What follows belongs to an exercise in optimizing a design on an open flow for small area; a production flow would make more cautious choices.
In this exercise RTL edits were held to simulation tests only and were not proved equivalent to the original.
No activity file was given, so power comes from the tool's default toggle rates.

## build 14
==> flow/design.v (excerpt) <==
module least_squares_slope_core (
    input  logic                                   clk,
    input  logic                                   rst_n,
    input  logic                                   start,
    output logic                                   busy,
    input  logic signed [lss_pkg::SAMPLE_BITS-1:0] x_value,
    input  logic signed [lss_pkg::SAMPLE_BITS-1:0] y_value,
    input  logic                                   last_pair,
    output logic                                   done,
    output logic signed [lss_pkg::OUT_W-1:0]       slope,
    output logic                                   no_spread,
    output logic                                   saturated,
    output logic                                   overflowed,
    output logic [lss_pkg::CNT_W-1:0]              pair_count
);
    localparam logic [4:0] S_CLR   = 5'd0;    
    localparam logic [4:0] S_IDLE  = 5'd1;    
    localparam logic [4:0] S_SUMX  = 5'd2;    
    localparam logic [4:0] S_SUMY  = 5'd3;    
    localparam logic [4:0] S_TXY   = 5'd4;    
    localparam logic [4:0] S_ADDXY = 5'd5;    
    localparam logic [4:0] S_TXX   = 5'd6;    
    localparam logic [4:0] S_ADDXX = 5'd7;    
    localparam logic [4:0] S_DEN0  = 5'd8;    
    localparam logic [4:0] S_DEN1  = 5'd9;    
    localparam logic [4:0] S_NUM0  = 5'd10;   
    localparam logic [4:0] S_NUM1  = 5'd11;   
    localparam logic [4:0] S_ABS   = 5'd12;   
    localparam logic [4:0] S_INIT  = 5'd13;   
    localparam logic [4:0] S_DIV   = 5'd14;   
    localparam logic [4:0] S_FIN1  = 5'd15;   
    localparam logic [4:0] S_FIN2  = 5'd16;   
    logic [3:0]  t;
    logic [4:0]  st;
    logic [4:0]  j;
    logic        lastp;
    logic [10:0] cnt;
    logic        drop;
    logic        done_r;
    logic [51:0] ra;
    logic [51:0] rb;
    logic [51:0] rc;
  ...
For scale: about 260 flip-flops, about 84 I/O pins, roughly 9600 um2 of cells after synthesis.
export LEC_CHECK = 0
export CAP_MARGIN = 20
export CORE_MARGIN = 2
export CORE_UTILIZATION = 60
export CTS_BUF_LIST = sky130_fd_sc_hd__clkbuf_8
export CTS_CLUSTER_DIAMETER = 60
export CTS_CLUSTER_SIZE = 18
export PLACE_DENSITY = 0.75
export SLEW_MARGIN = 20
create_clock -name core_clock -period 11.0 [get_ports {clk}]
standard.sh (not shown) runs the stock make flow with config.mk's settings and CLKGATE_MAP_FILE= SYNTH_SCRIPT=/design/flow/synth_recipe.tcl, a recipe that flattens the netlist after the stock synthesis.
==> flow/flow/run.sh <==
#!/bin/bash
# The standard layout (the standard.sh, unchanged synthesis and steps), with one change:
# the port buffers that global placement inserts are made from the smallest buffer cell.
set -euo pipefail
export BUFFER_PORTS_ARGS="-buffer_cell sky130_fd_sc_hd__buf_1"
bash standard.sh > standard.log 2>&1
Build 14 reached the final stage; the timing, design-rule and antenna checks on its layout passed.
Changes in build 82 relative to build 14:
Settings: CORE_UTILIZATION: 60 -> 40; PLACE_DENSITY: 0.75 -> 0.6.
--- outcome ---
Portion of the post-synthesis area used by sequential elements: build 14 vs build 82 identical
The fraction of met1 tracks used by global routing reported for build 82 is smaller than that of build 14 by 12 points.
Going from build 14 to build 82, synthesis-to-finish area growth rose 2.5 points; switching portion of total power rose 1.3 points; design internal power rose 53 uW; area of all placed cells without fillers rose 250 um2.
Taking build 14 as the reference, in build 82 data required time of the critical path held, fraction of met2 tracks used by global routing went down 7.9 points.
Input-level comparison between build 12 and build 82:
Settings: clearing CTS_BUF_LIST, which used to be sky130_fd_sc_hd__clkbuf_8; clearing CTS_CLUSTER_DIAMETER, which used to be 60; clearing CTS_CLUSTER_SIZE, which used to be 18.
==> flow/run.sh (new file) <==
#!/bin/bash
# synth_recipe.tcl (not shown) runs the flow's synth.tcl, then flattens the netlist and writes it again
# the make line also repeats each setting of config.mk as NAME=value (left out here)
make -C /OpenROAD-flow-scripts/flow DESIGN_CONFIG=/design/flow/config.mk WORK_HOME=/design/flow/orfs CLKGATE_MAP_FILE= SYNTH_SCRIPT=/design/flow/synth_recipe.tcl finish
removed: flow/flow/run.sh
removed: flow/standard.sh
### Flow results
Build 82 -> build 12: placeable core region delta 0, exact match. On post-route minimum period: build 12 sits above build 82. Comparing build 82 and build 12, the lower HPWL after detailed placement was measured on build 12. Build 12 vs. build 82: relative area change from synthesis to final layout now larger, worst hold slack now smaller. Relative to build 82, highest net fanout along the worst path has increased by 18 in build 12. Build 12 ends up with a combinational fraction of design power that is 0.4 points lower than in build 82. Of build 82 and build 12, build 82 shows the lower sum of internal, switching and leakage power, with build 12 above it. As of build 12, leakage power had risen by a little under 10% compared to build 82.
[inputs] build 80 vs build 12
Settings: CTS_BUF_LIST: unset -> sky130_fd_sc_hd__clkbuf_16; CTS_CLUSTER_SIZE: unset -> 25; CTS_CLUSTER_DIAMETER: unset -> 80.
Results
[build 80] cell area after layout fell about 3.8% relative to build 12
Via count of the first global-routing pass, build 80 vs build 12: down slightly
Build 12 → build 80: first-pass GRT wire length -about 0.7%; final critical path time including I/O delays and setup -0.042 ns.
Cmp build 80 vs build 12: layout cell share with drive strength beyond 1 lower in build 80
Against build 12, build 80 comes in 330 um lower on detailed route wirelength on metal3.
Build 80 vs. build 12: growth of design area from synthesis to finish has decreased, detailed-route wire length has decreased, logic gate share of total power has increased.
Input-level comparison between build 78 and build 80:
Settings: swapping 80 for 60 in CTS_CLUSTER_DIAMETER; swapping 25 for 18 in CTS_CLUSTER_SIZE; swapping sky130_fd_sc_hd__clkbuf_16 for sky130_fd_sc_hd__clkbuf_8 in CTS_BUF_LIST.
[summary]
Re clock network area share: build 78 is 0.50 points down on build 80.
Summary of the comparison: actual slew at the worst max-slew pin is lower in build 78, relative to build 80.
Switching power, build 78 vs build 80: up by a few percent
On weighted congestion reported at the end of routability-driven placement, build 78 and build 80 are basically level.
In build 78 the clock-buffer cell count turned out 6 higher than in build 80.
Build 78 -> build 80: global routing usage summed across all routing layers flat
Changes observed in build 78 relative to build 80: total number of vias increased about 0.9%; final global-route overflow total essentially unchanged.
Inputs modified between build 78 and build 85:
Settings: swapping sky130_fd_sc_hd__clkbuf_8 for sky130_fd_sc_hd__clkbuf_16 in CTS_BUF_LIST; swapping 18 for 25 in CTS_CLUSTER_SIZE; swapping 60 for 80 in CTS_CLUSTER_DIAMETER.
==> flow/flow/run.sh (new file) <==
#!/bin/bash
# The standard layout (the standard.sh, unchanged synthesis and steps), with one change:
# the port buffers that global placement inserts are made from the smallest buffer cell.
set -euo pipefail
export BUFFER_PORTS_ARGS="-buffer_cell sky130_fd_sc_hd__buf_1"
bash standard.sh > standard.log 2>&1
==> flow/standard.sh (new file) <==
#!/bin/bash
# synth_recipe.tcl (not shown) runs the flow's synth.tcl, then flattens the netlist and writes it again
# the make line also repeats each setting of config.mk as NAME=value (left out here)
make -C /OpenROAD-flow-scripts/flow DESIGN_CONFIG=/design/flow/config.mk WORK_HOME=/design/flow/orfs CLKGATE_MAP_FILE= SYNTH_SCRIPT=/design/flow/synth_recipe.tcl "${@:-finish}"
removed: flow/run.sh
--- outcome ---
Summary: with build 78 as the reference, non-clock buffer count in build 85 moved down slightly. Clock skew after layout in build 85 is 0.0083 ns higher than in build 78. Between build 78 and build 85, the difference in number of cells after detailed placement is negligible. Build 78 was larger in final cell area than build 85. Transition at the pin with the smallest max-transition slack is lower on build 78. Placer's final routability congestion estimate (build 85 over build 78): increase, 0.028. Higher part of the total power dissipated in the clock network among build 78 and build 85: build 85.

-- re-timing with driven ports --
No port has a modelled driver above. Below, the same layouts with a new extraction and two added sets of constraints.
Step 1 assumes that a clkbuf_16 drives the clock port and a buf_2 every other input.
Step 2 moves the port delays by t, midway between the first and last clock arrival at a register: inputs arrive t later, outputs are due t later. That takes back most of the time a late clock gives input paths.
Slacks: ideal ports / drivers / drivers and shift; pairs: ideal ports / drivers.
| run | shift t [ns] | setup WS [ns] | worst hold slack (ns) | worst setup path at the end |
|---|---|---|---|---|
| build 14 | 0.578 | 5.290 / 5.290 / 5.290 | 0.301 / 0.301 / 0.301 | register to register |
| build 82 | 0.585 | 5.144 / 5.144 / 5.144 | 0.323 / 0.323 / 0.323 | register to register |
| build 12 | 0.569 | 5.108 / 5.061 / 5.209 | 0.317 / 0.317 / 0.317 | register to register |
| build 80 | 0.538 | 5.150 / 5.104 / 5.244 | 0.324 / 0.324 / 0.324 | register to register |
| build 78 | 0.602 | 5.053 / 5.011 / 5.247 | 0.323 / 0.323 / 0.323 | register to register |
| build 85 | 0.542 | 5.165 / 5.165 / 5.165 | 0.317 / 0.317 / 0.317 | register to register |
After both steps every run listed still meets setup and hold.
